What follows belongs to an exercise in optimizing a design on an open flow for a short achievable clock period and few clock cycles per item; a production flow would make more cautious choices. Where RTL was checked, it was by simulation tests only, not by an equivalence proof against the original. Power and IR drop assume default switching activity.

## job 101
// csma_ca_mac_controller
module csma_ca_mac_controller #(
  parameter int SUB_SLOTS = csma_pkg::SUB_SLOTS_DEF
) (
  input  logic                             clk,
  input  logic                             rst,
  input  logic                             in_valid,
  output logic                             in_ready,
  input  logic [csma_pkg::KIND_W-1:0]      kind,
  input  logic [csma_pkg::MED_W-1:0]       medium_req,
  input  logic                             fcs_ok,
  input  logic                             for_us,
  input  logic                             frame_is_ack,
  input  logic                             dest_broadcast,
  input  logic                             dest_multicast,
  input  logic [csma_pkg::ADDR_W-1:0]      source_address,
  input  logic [csma_pkg::DRAW_W-1:0]      random_draw,
  output logic                             out_valid,
  input  logic                             out_ready,
  output logic [csma_pkg::ACT_W-1:0]       action,
  output logic [csma_pkg::MST_W-1:0]       mac_state,
  output logic [csma_pkg::ADDR_W-1:0]      ack_destination,
  output logic                             want_frame,
  input  logic                             cfg_valid,
  output logic                             cfg_ready,
  input  logic [csma_pkg::CFG_IDX_W-1:0]   cfg_index,
  input  logic [csma_pkg::CFG_DATA_W-1:0]  cfg_data
);
For scale: ~740 flip-flops, roughly 59000 um2 of cells after synthesis.
export LEC_CHECK = 0
export CAP_MARGIN = 20
export CORE_MARGIN = 2
export CORE_UTILIZATION = 40
export SLEW_MARGIN = 20
create_clock -name core_clock -period 11.0 [get_ports {clk}]
run.sh (not shown) runs the stock make flow with config.mk's settings and CLKGATE_MAP_FILE= SYNTH_SCRIPT=/design/flow/synth_recipe.tcl, a recipe that flattens the netlist after the stock synthesis.
Job 101: PASS, flow complete, no timing, DRC or antenna violations
> inputs changed (job 101 -> job 102)
Settings: setting ABC_CLOCK_PERIOD_IN_PS to 2000 for the first time; setting SETUP_SLACK_MARGIN to 5 for the first time.
==> run summary <==
- Global routing met1 resource utilization: job 102 vs job 101 up 0.21 points
- Per the comparison of job 102 with job 101, area growth from synthesis to layout has increased, share of the clock period used by the worst path after layout saw a decrease.
- Summary of job 102 over job 101: routed wire length now sits higher, total power shrank by 3.1%.
- Re data required time at the worst endpoint: job 102 is 0.16 ns up on job 101.
- Taking job 101 as the reference, in job 102 maximum vdd drop grew by about 10%, count of clock-buffer cells in the layout +about 7%, buffer and inverter count on the worst path shrank by 3, register-to-register slack up 1.95 ns, non-clock buffer count went up.
Function was not checked in any run of this note: the RTL went through the layout flow alone.

---

indigo:
csma_ca_mac_controller, a different RTL version from the one above (not shown whole).
Size in the first run: about 40000 µm² of cells after synthesis.
export LEC_CHECK = 0
export ABC_CLOCK_PERIOD_IN_PS = 3000
export CAP_MARGIN = 20
export CORE_MARGIN = 2
export CORE_UTILIZATION = 40
export CTS_CLUSTER_DIAMETER = 100
export CTS_CLUSTER_SIZE = 25
export SLEW_MARGIN = 20
create_clock -name core_clock -period 11.0 [get_ports {clk}]
standard.sh (not shown) runs the stock make flow with config.mk's settings and CLKGATE_MAP_FILE= SYNTH_SCRIPT=/design/flow/synth_recipe.tcl, a recipe that flattens the netlist after the stock synthesis.
==> flow/flow/run.sh <==
#!/bin/bash
# Standard layout, with the timing repair aiming further below the clock period.
set -e
export SETUP_SLACK_MARGIN=8
bash standard.sh > standard_flow.log 2>&1
No stage failed in indigo, and the final checks on the layout all came back clean.
Testbench counts of indigo, summed over its fixed seeds: cycles 16,197, events 16,000.
> inputs changed (indigo -> willow)
==> flow/flow/run.sh <==
#!/bin/bash
# Standard layout, with the timing repair aiming further below the clock period.
set -e
export SETUP_SLACK_MARGIN=9
bash standard.sh > standard_flow.log 2>&1
Notes after the runs:
The higher global-route usage came out of willow.
[compare] base=indigo new=willow: transition time at the pin with the least slew margin lost 0.012 ns; routed length on met3 saw an increase; shortest period the worst path allows rose 0.0055 ns; post-route standard cell area excluding fillers saw an increase.
willow vs indigo: detailed-route wire length up
Diff indigo -> willow | number of buffers inserted by post-CTS setup repair | increase of about 200%
indigo ended up with met5 as its uppermost metal layer occupied by signal nets; willow ended up with met4.

---

try-tundra:
csma_ca_mac_controller, a different RTL version from the one above (not shown whole).
For scale: about 4200 cells after synthesis, roughly 170 I/O pins, ~40000 sq um of cells after synthesis.
clock: 11.0 ns
lec_check: 0
abc_clock_period_in_ps: 3000
cap_margin: 20
core_margin: 2
core_utilization: 60
cts_cluster_diameter: 100
cts_cluster_size: 25
slew_margin: 20
==> flow/flow/run.sh <==
#!/bin/bash
# Standard layout, with the timing repair aiming further below the clock period.
set -e
export SETUP_SLACK_MARGIN=8
bash standard.sh > standard_flow.log 2>&1
try-tundra went all the way through the flow, and no timing, DRC or antenna check failed.
### try-tundra -> try-pepper
Settings: clearing CTS_CLUSTER_SIZE, which used to be 25; swapping 60 for 40 in CORE_UTILIZATION; clearing CTS_CLUSTER_DIAMETER, which used to be 100.
Results
Diff try-tundra -> try-pepper: core area went up 50%; number of buffers other than clock buffers in the final layout lower; cell-internal power has increased.
## Diff of input files: try-onyx against try-pepper
Settings: CTS_CLUSTER_SIZE now 25, previously not set; CTS_CLUSTER_DIAMETER now 100, previously not set.
==> run summary <==
- Having completed the whole flow, try-onyx delivered a layout that passed the timing, DRC and antenna checks.
- Comparing try-pepper and try-onyx, overall track demand over capacity in global routing is lower on try-onyx.
- Delta (try-onyx minus try-pepper): sum of met3 wire segment lengths after detailed routing shrank by about 1.6%; core utilization of the finished layout shrank by 1.5 points; share of final-layout standard cells stronger than drive strength 1 shrank by 1.1 points.
No run of this note included a check of the RTL's function; only the layout flow was run.

## re-timing with driven ports
The flow's constraints put no driver on any port. The routed layouts listed below were extracted and timed again, unchanged, in two steps. Step 1 assumes that a clkbuf_16 drives the clock port and a buf_2 every other input. Step 2 adds t to the input delays and takes it off the output delays; t is the mean of the earliest and latest rising clock arrival at the registers after step 1. Input paths then give back, and output paths get back, about the clock's delay inside the block. a / b / c = no drivers / after step 1 / after step 2; a / b = the first two.
run	shift t [ns]	setup WS [ns]	worst setup path at the end	latest minus earliest clock arrival (ns)	worst data-port slew with drivers (ns)
job 101	0.773	3.095 / 3.095 / 3.095	register to register	0.058 / 0.058	0.10
job 102	0.764	5.044 / 5.044 / 5.044	register to register	0.070 / 0.069	0.09
indigo	0.663	7.640 / 7.572 / 7.282	input to register	0.034 / 0.035	0.19
willow	0.669	7.634 / 7.562 / 7.310	input to register	0.050 / 0.050	0.24
try-tundra	0.671	7.455 / 7.386 / 6.926	input to register	0.019 / 0.019	0.12
try-pepper	0.702	7.506 / 7.506 / 6.949	input to register	0.041 / 0.042	0.09
try-onyx	0.680	7.569 / 7.546 / 6.969	input to register	0.045 / 0.045	0.09
After both steps every run listed still meets setup and hold. The setup slack of try-onyx, which loses most, moves by -0.023 ns with the drivers and by -0.600 ns with both steps.
